From an optimization exercise on the open Yosys and OpenROAD flow, aimed at small area, a short achievable clock period and few clock cycles per item; shortcuts taken in it are not production practice.
Only simulation tests tie the RTL to the original design; equivalence was not proved.

[design/flow/config.mk]
export PLATFORM = sky130hd
export DESIGN_NAME = gcode_block_parser_top
export DESIGN_NICKNAME = gcode_block_parser_top
export VERILOG_FILES = /design/flow/design.v
export SDC_FILE = /design/flow/constraint.sdc
export NUM_CORES = 4
export LEC_CHECK = 0
export CAP_MARGIN = 20
export CORE_MARGIN = 2
export CORE_UTILIZATION = 40
export SLEW_MARGIN = 20
[design/flow/constraint.sdc]
create_clock -name core_clock -period 8.0 [get_ports {clk}]
set_input_delay 1.6000 -clock core_clock [delete_from_list [all_inputs] [get_ports {clk}]]
set_output_delay 1.6000 -clock core_clock [all_outputs]
set_load 0.01 [all_outputs]
[design/flow/design.v]
package gbp_pkg;
	localparam int ACC_W = 34;
	localparam int SCALE_W = 10;
	localparam int MAG_W = ACC_W + SCALE_W;
	localparam longint unsigned ACC_CAP_L = 64'h3_FFFF_FFFF;
	localparam logic [ACC_W-1:0] ACC_CAP = ACC_W'(ACC_CAP_L);
	localparam logic [ACC_W-1:0] ACC_ADD_MAX = ACC_W'((ACC_CAP_L - 64'd9) / 64'd10);
	localparam logic [13:0] INT_FIELD_MAX = 14'd16383;
	localparam logic [MAG_W-1:0] AXIS_POS_MAX = MAG_W'(64'h7FFF_FFFF);
	localparam logic [MAG_W-1:0] AXIS_NEG_LIM = MAG_W'(64'h8000_0000);
	localparam logic [31:0] AXIS_POS_SAT = 32'h7FFF_FFFF;
	localparam logic [31:0] AXIS_NEG_SAT = 32'h8000_0000;
	localparam logic [7:0] TERM_RESET = 8'd13;
	localparam logic [7:0] CH_SPACE = 8'h20;
	localparam logic [7:0] CH_MINUS = 8'h2D;
	localparam logic [7:0] CH_POINT = 8'h2E;
	localparam logic [7:0] CH_0 = 8'h30;
	localparam logic [7:0] CH_9 = 8'h39;
	localparam logic [7:0] CH_A = 8'h41;
	localparam logic [7:0] CH_F = 8'h46;
	localparam logic [7:0] CH_G = 8'h47;
	localparam logic [7:0] CH_L = 8'h4C;
	localparam logic [7:0] CH_M = 8'h4D;
	localparam logic [7:0] CH_N = 8'h4E;
	localparam logic [7:0] CH_U = 8'h55;
	localparam logic [7:0] CH_V = 8'h56;
	localparam logic [7:0] CH_W = 8'h57;
	localparam logic [1:0] CL_NONE = 2'd0;
	localparam logic [1:0] CL_G = 2'd1;
	localparam logic [1:0] CL_M = 2'd2;
	localparam int QUEUE_DEPTH = 4;
	localparam int QPTR_W = $clog2(QUEUE_DEPTH);
	localparam int QCNT_W = $clog2(QUEUE_DEPTH + 1);
	typedef logic [3:0] kind_t;
	localparam kind_t K_NONE = 4'd0;
	localparam kind_t K_N    = 4'd1;
	localparam kind_t K_G    = 4'd2;
	localparam kind_t K_M    = 4'd3;
	localparam kind_t K_F    = 4'd4;
	localparam kind_t K_L    = 4'd5;
	localparam kind_t K_W    = 4'd6;
	localparam kind_t K_U    = 4'd7;
	localparam kind_t K_V    = 4'd8;
	localparam kind_t K_A    = 4'd9;
	typedef struct packed {
		kind_t            kind;
		logic [ACC_W-1:0] acc;
		logic             neg;
		logic [1:0]       fd;
		logic             emit;
	} word_ev_t;
	localparam int WORD_EV_W = 4 + ACC_W + 1 + 2 + 1;
	typedef struct packed {
		logic [13:0]        block_number;
		logic [1:0]         code_letter;
		logic [6:0]         code_number;
		logic [13:0]        feed_value;
		logic [13:0]        repeat_count;
		logic signed [31:0] x_milli;
		logic signed [31:0] y_milli;
		logic signed [31:0] z_milli;
		logic signed [31:0] a_milli;
	} block_t;
	localparam block_t BLOCK_CLEAR = {
		14'd0,      
		CL_NONE,    
		7'd0,       
		14'd0,      
		14'd1,      
		32'sd0,     
		32'sd0,     
		32'sd0,     
		32'sd0      
	};
	function automatic kind_t kind_of(input logic [7:0] c);
		kind_t k;
		unique case (c)
			CH_N: k = K_N;
			CH_G: k = K_G;
			CH_M: k = K_M;
			CH_F: k = K_F;
			CH_L: k = K_L;
			CH_W: k = K_W;
			CH_U: k = K_U;
			CH_V: k = K_V;
			CH_A: k = K_A;
			default: k = K_NONE;
		endcase
		kind_of = k;
	endfunction
	function automatic logic is_axis(input kind_t k);
		is_axis = (k == K_W) || (k == K_U) || (k == K_V) || (k == K_A);
	endfunction
	function automatic logic [SCALE_W-1:0] pow10_of(input logic [1:0] fd);
		logic [SCALE_W-1:0] s;
		case (fd)
			2'd0: s = SCALE_W'(1000);
			2'd1: s = SCALE_W'(100);
			2'd2: s = SCALE_W'(10);
			default: s = SCALE_W'(1);
		endcase
		pow10_of = s;
	endfunction
endpackage
module gbp_fifo (
	input  logic              clk,
	input  logic              arst_n,
	input  logic              push,
	input  gbp_pkg::word_ev_t push_ev,
	output logic              full,
	input  logic              pop,
	output logic              rd_valid,
	output gbp_pkg::word_ev_t rd_ev
);
	logic [gbp_pkg::WORD_EV_W-1:0] mem_q [0:gbp_pkg::QUEUE_DEPTH-1];
	logic [gbp_pkg::QPTR_W-1:0] wr_ptr_q, rd_ptr_q;
	logic [gbp_pkg::QCNT_W-1:0] count_q;
	assign full = (count_q == gbp_pkg::QCNT_W'(gbp_pkg::QUEUE_DEPTH));
	assign rd_valid = (count_q != '0);
	assign rd_ev = mem_q[rd_ptr_q];
	always_ff @(posedge clk) begin
		if (push) mem_q[wr_ptr_q] <= push_ev;
	end
	always_ff @(posedge clk or negedge arst_n) begin
		if (!arst_n) begin
			wr_ptr_q <= '0;
			rd_ptr_q <= '0;
			count_q <= '0;
		end else begin
			if (push) wr_ptr_q <= gbp_pkg::QPTR_W'((32'(wr_ptr_q) + 1) % gbp_pkg::QUEUE_DEPTH);
			if (pop) rd_ptr_q <= gbp_pkg::QPTR_W'((32'(rd_ptr_q) + 1) % gbp_pkg::QUEUE_DEPTH);
			case ({push, pop})
				2'b10: count_q <= count_q + gbp_pkg::QCNT_W'(1);
				2'b01: count_q <= count_q - gbp_pkg::QCNT_W'(1);
				default: ;
			endcase
		end
	end
endmodule
module gbp_front #(
	parameter int AXIS_WORD_CHARS = 15,
	parameter int INT_WORD_DIGITS = 4
) (
	input  logic              clk,
	input  logic              arst_n,
	input  logic              cfg_we,
	input  logic [7:0]        cfg_wdata,
	input  logic              char_valid,
	input  logic [7:0]        char_in,
	output logic              char_ready,
	output logic              push,
	output gbp_pkg::word_ev_t push_ev,
	input  logic              full
);
	localparam int MAX_LIM = (AXIS_WORD_CHARS > INT_WORD_DIGITS) ? AXIS_WORD_CHARS
		: INT_WORD_DIGITS;
	localparam int CNT_W = $clog2(MAX_LIM + 1);
	localparam logic [CNT_W-1:0] LIM_AXIS = CNT_W'(AXIS_WORD_CHARS);
	localparam logic [CNT_W-1:0] LIM_INT = CNT_W'(INT_WORD_DIGITS);
	localparam logic [CNT_W-1:0] LIM_CODE = CNT_W'(2);
	logic [7:0]       term_q;
	gbp_pkg::kind_t            kind_q;
	gbp_pkg::kind_t            kind_d;
	logic [CNT_W-1:0] count_q, count_d;
	logic [gbp_pkg::ACC_W-1:0] acc_q, acc_d;
	logic             neg_q, neg_d;
	logic             point_q, point_d;
	logic [1:0]       fd_q, fd_d;
	logic             started_q, started_d;
	logic             ended_q, ended_d;
	logic [7:0]       c;
	logic             take;
	logic             is_term;
	logic             digit;
	logic [gbp_pkg::ACC_W-1:0] acc_add;
	logic             early;
	logic [CNT_W-1:0] limit;
	logic [CNT_W-1:0] count_inc;
	logic [gbp_pkg::ACC_W-1:0] f_acc;
	logic             f_neg, f_point, f_started, f_ended;
	logic [1:0]       f_fd;
	assign c = char_in;
	assign char_ready = !full;
	assign take = char_valid && char_ready;
	assign is_term = (c == term_q);
	assign digit = (c >= gbp_pkg::CH_0) && (c <= gbp_pkg::CH_9);
	assign count_inc = count_q + CNT_W'(1);
	assign acc_add = (acc_q > gbp_pkg::ACC_ADD_MAX) ? gbp_pkg::ACC_CAP
		: (acc_q << 3) + (acc_q << 1) + gbp_pkg::ACC_W'(c[3:0]);
	always_comb begin
		case (kind_q)
			gbp_pkg::K_F: early = (c == gbp_pkg::CH_SPACE) || (c == gbp_pkg::CH_N) || (c == gbp_pkg::CH_L);
			gbp_pkg::K_L: early = (c == gbp_pkg::CH_SPACE) || (c == gbp_pkg::CH_N) || (c == gbp_pkg::CH_F);
			gbp_pkg::K_W, gbp_pkg::K_U, gbp_pkg::K_V, gbp_pkg::K_A: early = (c == gbp_pkg::CH_SPACE) || (c == gbp_pkg::CH_N);
			default: early = 1'b0;
		endcase
	end
	always_comb begin
		case (kind_q)
			gbp_pkg::K_G, gbp_pkg::K_M: limit = LIM_CODE;
			gbp_pkg::K_W, gbp_pkg::K_U, gbp_pkg::K_V, gbp_pkg::K_A: limit = LIM_AXIS;
			default: limit = LIM_INT;
		endcase
	end
	always_comb begin
		f_acc = acc_q;
		f_neg = neg_q;
		f_point = point_q;
		f_fd = fd_q;
		f_started = started_q;
		f_ended = ended_q;
		unique case (kind_q)
			gbp_pkg::K_N, gbp_pkg::K_G, gbp_pkg::K_M: begin
				if (!ended_q && !((c == gbp_pkg::CH_SPACE) && !started_q)) begin
					if (digit) begin
						f_started = 1'b1;
						f_acc = acc_add;
					end else begin
						f_ended = 1'b1;
					end
				end
			end
			gbp_pkg::K_F, gbp_pkg::K_L: begin
				if (digit) f_acc = acc_add;
			end
			gbp_pkg::K_W, gbp_pkg::K_U, gbp_pkg::K_V, gbp_pkg::K_A: begin
				if (!ended_q) begin
					if (c == gbp_pkg::CH_MINUS) begin
						if (started_q) begin
							f_ended = 1'b1;
						end else begin
							f_started = 1'b1;
							f_neg = 1'b1;
						end
					end else if (c == gbp_pkg::CH_POINT) begin
						if (point_q) begin
							f_ended = 1'b1;
						end else begin
							f_point = 1'b1;
							f_started = 1'b1;
						end
					end else if (digit) begin
						f_started = 1'b1;
						if (!point_q) begin
							f_acc = acc_add;
						end else if (fd_q != 2'd3) begin
							f_acc = acc_add;
							f_fd = fd_q + 2'd1;
						end
					end
				end
			end
			default: ;
		endcase
	end
	always_comb begin
		logic clr;
		clr = 1'b0;
		kind_d = kind_q;
		count_d = count_q;
		acc_d = acc_q;
		neg_d = neg_q;
		point_d = point_q;
		fd_d = fd_q;
		started_d = started_q;
		ended_d = ended_q;
		push = 1'b0;
		push_ev.kind = kind_q;
		push_ev.acc = acc_q;
		push_ev.neg = neg_q;
		push_ev.fd = fd_q;
		push_ev.emit = 1'b0;
		if (take) begin
			if (is_term) begin
				push = 1'b1;
				push_ev.emit = 1'b1;
				clr = 1'b1;
			end else if ((kind_q != gbp_pkg::K_NONE) && !early) begin
				if (count_inc >= limit) begin
					push = 1'b1;
					push_ev.acc = f_acc;
					push_ev.neg = f_neg;
					push_ev.fd = f_fd;
					clr = 1'b1;
				end else begin
					count_d = count_inc;
					acc_d = f_acc;
					neg_d = f_neg;
					point_d = f_point;
					fd_d = f_fd;
					started_d = f_started;
					ended_d = f_ended;
				end
			end else begin
				push = (kind_q != gbp_pkg::K_NONE);
				clr = 1'b1;
			end
		end
		if (clr) begin
			kind_d = gbp_pkg::K_NONE;
			count_d = '0;
			acc_d = '0;
			neg_d = 1'b0;
			point_d = 1'b0;
			fd_d = 2'd0;
			started_d = 1'b0;
			ended_d = 1'b0;
		end
		if (take && !is_term && !((kind_q != gbp_pkg::K_NONE) && !early)) begin
			kind_d = gbp_pkg::kind_of(c);
		end
	end
	always_ff @(posedge clk or negedge arst_n) begin
		if (!arst_n) begin
			term_q <= gbp_pkg::TERM_RESET;
			kind_q <= gbp_pkg::K_NONE;
			count_q <= '0;
			acc_q <= '0;
			neg_q <= 1'b0;
			point_q <= 1'b0;
			fd_q <= 2'd0;
			started_q <= 1'b0;
			ended_q <= 1'b0;
		end else begin
			if (cfg_we) term_q <= cfg_wdata;
			kind_q <= kind_d;
			count_q <= count_d;
			acc_q <= acc_d;
			neg_q <= neg_d;
			point_q <= point_d;
			fd_q <= fd_d;
			started_q <= started_d;
			ended_q <= ended_d;
		end
	end
endmodule
module gbp_back (
	input  logic              clk,
	input  logic              arst_n,
	input  logic              q_valid,
	input  gbp_pkg::word_ev_t q_ev,
	output logic              q_pop,
	output logic              block_valid,
	output gbp_pkg::block_t   block_data,
	input  logic              block_ready
);
	logic               valid_s1;
	gbp_pkg::kind_t              kind_s1;
	logic               neg_s1;
	logic               emit_s1;
	logic [gbp_pkg::MAG_W-1:0]   mag_s1;
	gbp_pkg::block_t             fields_q;
	gbp_pkg::block_t             out_q;
	logic               out_valid_q;
	logic [gbp_pkg::SCALE_W-1:0] scale;
	logic [gbp_pkg::MAG_W-1:0]   prod;
	logic               apply;
	logic [13:0]        int_sat;
	logic [31:0]        axis_val;
	gbp_pkg::block_t             merged;
	assign scale = gbp_pkg::is_axis(q_ev.kind) ? gbp_pkg::pow10_of(q_ev.fd) : gbp_pkg::SCALE_W'(1);
	assign prod = gbp_pkg::MAG_W'(q_ev.acc) * gbp_pkg::MAG_W'(scale);
	assign apply = valid_s1 && (!emit_s1 || !out_valid_q || block_ready);
	assign q_pop = q_valid && (!valid_s1 || apply);
	assign int_sat = (mag_s1 > gbp_pkg::MAG_W'(gbp_pkg::INT_FIELD_MAX)) ? gbp_pkg::INT_FIELD_MAX : mag_s1[13:0];
	always_comb begin
		if (neg_s1) begin
			axis_val = (mag_s1 >= gbp_pkg::AXIS_NEG_LIM) ? gbp_pkg::AXIS_NEG_SAT : (32'd0 - mag_s1[31:0]);
		end else begin
			axis_val = (mag_s1 > gbp_pkg::AXIS_POS_MAX) ? gbp_pkg::AXIS_POS_SAT : mag_s1[31:0];
		end
	end
	always_comb begin
		merged = fields_q;
		unique case (kind_s1)
			gbp_pkg::K_N: merged.block_number = int_sat;
			gbp_pkg::K_G: begin
				merged.code_letter = gbp_pkg::CL_G;
				merged.code_number = int_sat[6:0];
			end
			gbp_pkg::K_M: begin
				merged.code_letter = gbp_pkg::CL_M;
				merged.code_number = int_sat[6:0];
			end
			gbp_pkg::K_F: merged.feed_value = int_sat;
			gbp_pkg::K_L: merged.repeat_count = int_sat;
			gbp_pkg::K_W: merged.x_milli = axis_val;
			gbp_pkg::K_U: merged.y_milli = axis_val;
			gbp_pkg::K_V: merged.z_milli = axis_val;
			gbp_pkg::K_A: merged.a_milli = axis_val;
			default: ;
		endcase
	end
	always_ff @(posedge clk) begin
		if (q_pop) begin
			kind_s1 <= q_ev.kind;
			neg_s1 <= q_ev.neg;
			emit_s1 <= q_ev.emit;
			mag_s1 <= prod;
		end
		if (apply && emit_s1) out_q <= merged;
	end
	always_ff @(posedge clk or negedge arst_n) begin
		if (!arst_n) begin
			valid_s1 <= 1'b0;
			out_valid_q <= 1'b0;
			fields_q <= gbp_pkg::BLOCK_CLEAR;
		end else begin
			if (q_pop) begin
				valid_s1 <= 1'b1;
			end else if (apply) begin
				valid_s1 <= 1'b0;
			end
			if (apply && emit_s1) begin
				out_valid_q <= 1'b1;
			end else if (block_ready) begin
				out_valid_q <= 1'b0;
			end
			if (apply) fields_q <= emit_s1 ? gbp_pkg::BLOCK_CLEAR : merged;
		end
	end
	assign block_valid = out_valid_q;
	assign block_data = out_q;
endmodule
module gcode_block_parser_top #(
	parameter int AXIS_WORD_CHARS = 15,
	parameter int INT_WORD_DIGITS = 4
) (
	input  logic        clk,
	input  logic        arst_n,
	input  logic        cfg_we,
	input  logic [7:0]  cfg_wdata,
	input  logic        char_valid,
	input  logic [7:0]  char_in,
	output logic        char_ready,
	output logic        block_valid,
	input  logic        block_ready,
	output logic [13:0] block_number,
	output logic [1:0]  code_letter,
	output logic [6:0]  code_number,
	output logic [13:0] feed_value,
	output logic [13:0] repeat_count,
	output logic [31:0] x_milli,
	output logic [31:0] y_milli,
	output logic [31:0] z_milli,
	output logic [31:0] a_milli
);
	gbp_pkg::block_t   block_data;
	assign block_number = block_data.block_number;
	assign code_letter  = block_data.code_letter;
	assign code_number  = block_data.code_number;
	assign feed_value   = block_data.feed_value;
	assign repeat_count = block_data.repeat_count;
	assign x_milli      = block_data.x_milli;
	assign y_milli      = block_data.y_milli;
	assign z_milli      = block_data.z_milli;
	assign a_milli      = block_data.a_milli;
	logic     push;
	gbp_pkg::word_ev_t push_ev;
	logic     full;
	logic     rd_valid;
	gbp_pkg::word_ev_t rd_ev;
	logic     pop;
	gbp_front #(
		.AXIS_WORD_CHARS (AXIS_WORD_CHARS),
		.INT_WORD_DIGITS (INT_WORD_DIGITS)
	) u_front (
		.clk       (clk),
		.arst_n    (arst_n),
		.cfg_we    (cfg_we),
		.cfg_wdata (cfg_wdata),
		.char_valid(char_valid),
		.char_in   (char_in),
		.char_ready(char_ready),
		.push      (push),
		.push_ev   (push_ev),
		.full      (full)
	);
	gbp_fifo u_fifo (
		.clk      (clk),
		.arst_n   (arst_n),
		.push     (push),
		.push_ev  (push_ev),
		.full     (full),
		.pop      (pop),
		.rd_valid (rd_valid),
		.rd_ev    (rd_ev)
	);
	gbp_back u_back (
		.clk      (clk),
		.arst_n   (arst_n),
		.q_valid  (rd_valid),
		.q_ev     (rd_ev),
		.q_pop    (pop),
		.block_valid(block_valid),
		.block_data (block_data),
		.block_ready(block_ready)
	);
endmodule
[design/flow/run.sh]
#!/bin/bash
# synth_recipe.tcl (not shown) runs the flow's synth.tcl, then flattens the netlist and writes it again
# the make line also repeats each setting of config.mk as NAME=value (left out here)
make -C /OpenROAD-flow-scripts/flow DESIGN_CONFIG=/design/flow/config.mk WORK_HOME=/design/flow/orfs CLKGATE_MAP_FILE= SYNTH_SCRIPT=/design/flow/synth_recipe.tcl finish
==> impl_metrics.tcl <==
set metrics [dict create \
    port_buffers 201 \
    synthArstFlopShare 0.381 \
    final_antenna_net_count 0 \
    final_max_slew_viol_count 0 \
    r2r_cells 25 \
    drt-total-wl_um 91800 \
    synth-edff-count 397 \
    setup_violations 0 \
    min_path_cells 2 \
    r2r_end "u_back.mag_s1[40]$_DFFE_PP_" \
    gr-total-overflow 0 \
    cpMaxStageDelayCell "mux4_2" \
    worst-setup-path-type "flop to flop" \
    netlist.area_leader.share 0.312 \
    run_status "no timing/DRC/antenna violations" \
    finalWeightedCongestion 0.850 \
    core_area_um2 94900 \
    hpwlAfterDp_um 65700 \
    viasPerCell 5.35 \
    vias 26600 \
    stdcell_count 4976 \
    final.period_utilization 0.954 \
    die_height_um 313 \
    initial_core_util 0.403 \
    cts-buffers-inserted 68 \
    timing.rr.start "u_fifo.rd_ptr_q[0]$_DFFE_PN0P_" \
    cts_root_buffer "clkbuf_16" \
    ys_ff_latch 641 \
    synth_area_leaders "edfxtp_1, dfrtp_1, fa_1, ha_1, nand2_1" \
    drc 0 \
    critPathTopFamily "adder cells" \
    grt_usage 0.187 \
    min_from "u_back.fields_q[56]$_DFFE_PN0P_" \
    dieArea_um2 98100 \
    die_w_um 313 \
    drive_above_1_share 0.0719 \
    yosysUniqueCellTypes 74 \
    min_to "u_back.fields_q[56]$_DFFE_PN0P_" \
    clk_pin_slew_ps 60 \
    hold_viol 0 \
    slowest_delay_ps 660 \
    grt_max_degree 147 \
    clock_path_buffers 3 \
    ys.flop_type "edfxtp_1" \
    cp-start-kind "flop" \
    dp.cells 4851 \
    cp_common_cell "fa_1" \
    arrival_ps 8010 \
    critPathRequiredTime_ps 8380 \
    crit_buf_inv 6 \
    wl_per_cell_um 18.4 \
    fmax_mhz 131 \
    rsz0062_at_grt "no" \
    clkSinkCount 641 \
    dr.first_iter.drc_count 2203 \
    regArea_um2 18000 \
    nets 4068 \
    area_delta_synth_final_pct 14.8 \
    grt_first_pass_wirelength_um 147000 \
    placementRows 113 \
    syn_inst 3516 \
    antenna_found_initial 0 \
    boundaryPins 202 \
    n_antenna_cell 0 \
    crit_fanout 16 \
    clk-insertion-delay-late_ps 620 \
    avgSynthCellArea_um2 10.9 \
    yosysSeqAreaShare 0.471 \
    ys_warn_count 3 \
    cts_tree "yes" \
    drt_pass1_iterations 5 \
    multi_input_area_um2 18700 \
    netlist_area_um2 38300 \
    cts_htree_levels 3 \
    netlist.top_cell.by_area "edfxtp_1" \
    holdWs_ps 480 \
    grt_pass1_vias 26200 \
    fill_cells 8641 \
    relSlewSlack 0.258 \
    skew_ps 26.0 \
    maxCapViolCount 0 \
    min_period_ps 7630 \
    hp-class "flop to flop" \
    worst_setup_path_end_kind "flop" \
    synth_fp_nets 3927 \
    r2r_slack_ps 370 \
    cts_hold_buffers 0 \
    setup_tns_ps 0 \
    worst_pin_slew_ps 1110 \
]
## registers in the layout, summed over array words and instances, names as in the netlist, 2 cells and up
signal           count
u_front.acc_q       34
u_fifo.rd_ptr_q      2
u_back.out_q       179
u_front.count_q      4
u_front.fd_q         2
u_fifo.mem_q       168
u_back.mag_s1       44
u_back.fields_q    179
u_fifo.count_q       3
u_front.term_q       8
u_back.kind_s1       4
u_front.kind_q       4
u_fifo.wr_ptr_q      2
## routing by layer
metal,up-vias,track usage,part of all wire
met1,13100,0.278,0.48
met4,0,0.0428,0.020
met2,720,0.287,0.45
met5,-,0,0
met3,122,0.0296,0.050
li1,12700,-,-
## logic make-up (layout without fill, tap and decap cells)
group	count (synthesis)	after routing	share of synthesized area
multiplexers	61	61	0.0299
AO/OA/AOI/OAI	872	872	0.144
flip-flops	641	641	0.471
buffers and inverters	440	635	0.0434
adder cells (fa/ha/maj)	390	390	0.167
XOR/XNOR	127	127	0.0291
AND/OR/NAND/NOR	985	985	0.115
## timing repair
action / CTS / global route
hold endpoints to repair: 0 / 0
resized for setup: 0 / 9
endpoints found under the setup margin: 0 / 10
setup buffers: 0 / 1
## worst max path at each step
| stage | slack [ps] | end | from | depth (start not counted) |
|---|---|---|---|---|
| 4_1_cts | 160 | u_back.mag_s1[42]$_DFFE_PP_ | u_fifo.rd_ptr_q[0]$_DFFE_PN0P_ | 27 |
| 6_report | 370 | u_back.mag_s1[40]$_DFFE_PP_ | u_fifo.rd_ptr_q[0]$_DFFE_PN0P_ | 25 |
| 5_1_grt | 7 | u_back.mag_s1[40]$_DFFE_PP_ | u_fifo.rd_ptr_q[0]$_DFFE_PN0P_ | 27 |
| 2_1_floorplan | 180 | u_back.mag_s1[42]$_DFFE_PP_ | u_fifo.rd_ptr_q[0]$_DFFE_PN0P_ | 29 |
| 3_3_place_gp | 310 | u_back.mag_s1[42]$_DFFE_PP_ | u_fifo.rd_ptr_q[0]$_DFFE_PN0P_ | 27 |
| 3_5_place_dp | 150 | u_back.mag_s1[42]$_DFFE_PP_ | u_fifo.rd_ptr_q[0]$_DFFE_PN0P_ | 27 |
## tightest hold or removal path, stage by stage, from the launching register on
cell and delay [ps]:
dfrtp_1 340, nand2_1 50, o21ai_0 60
## stage by stage
step | cell area, um^2 | utilization | setup WS, ps
detailed placement | 41600 | 0.439 | 147
global placement | 41600 | 0.439 | 309
CTS | 43900 | 0.463 | 162
floorplan | 38300 | - | 182
global route | 43900 | 0.463 | 6.79
finish | 43900 | 0.463 | 370
## area by class of cell
cell class              instances  share of cell area
clock buffers                  88              0.0407
clock inverters                36              0.0105
inverters                     255              0.0218
multi-input cells            2435               0.425
flip-flops and latches        641               0.411
well taps                    1265              0.0360
repair buffers                256              0.0558
## cell usage in the layout, fill, tap and decap left out, types with 11 or more instances in the layout
cell / netlist / routed
nand3_1: 47 / 46
and3_1: 22 / 22
nor2_2: 11 / 13
inv_1: 254 / 254
o21bai_1: 11 / 11
a21boi_0: 60 / 60
o21a_1: 16 / 16
a22o_1: 88 / 88
nor2b_1: 19 / 19
clkbuf_1: 175 / 19
and2_1: 51 / 46
o31ai_1: 31 / 31
nand4_1: 14 / 14
nor2_1: 163 / 158
ha_1: 188 / 187
clkdlybuf4s50_1: 0 / 200
a21o_1: 50 / 50
o21ai_0: 360 / 358
a21oi_1: 128 / 126
mux2_2: 17 / 17
a31oi_1: 26 / 25
buf_4: 0 / 52
edfxtp_1: 397 / 397
or3_1: 15 / 15
nor4_1: 13 / 13
nand2_1: 548 / 544
xor2_1: 46 / 46
mux4_2: 41 / 41
xnor2_1: 81 / 81
fa_1: 202 / 202
o221ai_1: 35 / 35
dfrtp_1: 240 / 238
nor3_1: 39 / 38
clkbuf_16: 0 / 68
## cells in the mapped netlist (11+ instances only)
master / count
mux4_2: 41
and3_1: 22
a211oi_1: 11
nand4_1: 14
nand2_1: 548
a22o_1: 88
o21bai_1: 11
o31ai_1: 31
xor2_1: 46
edfxtp_1: 397
nand3_1: 47
nor2_1: 163
or3_1: 15
xnor2_1: 81
a21oi_1: 128
nor3_1: 39
a21o_1: 50
a21boi_0: 60
o221ai_1: 35
and2_1: 51
o21a_1: 16
fa_1: 202
inv_1: 254
nor2_2: 11
o21ai_0: 360
nor2b_1: 19
mux2_2: 17
dfrtp_1: 240
ha_1: 188
clkbuf_1: 175
nor4_1: 13
a31oi_1: 26
Testbench counts, summed over its fixed seeds: cycles 82,165, chars 82,147.

-- separate check: timing with driven ports --
The flow's constraints put no driver on any port. The routed layout listed below was extracted and timed again, unchanged, in two steps.
Step 1: set_driving_cell puts a clkbuf_16 on clk and a buf_2 on each other input, an assumption about the parent block.
Step 2 times the ports against the registers' clock, not the clock port: input delays grow and output delays shrink by t, the midpoint of the rising clock arrivals with the driver on.
a / b / c = ideal / step 1 / step 2; a / b = the first two.
t, ns: 0.670
setup slack, ns: 0.370 / 0.370 / 0.370
pins driven straight from the clock port: 1
After both steps this run still meets setup and hold. For this run, drivers alone change the setup slack by 0.000 ns; drivers and shift together by 0.000 ns.
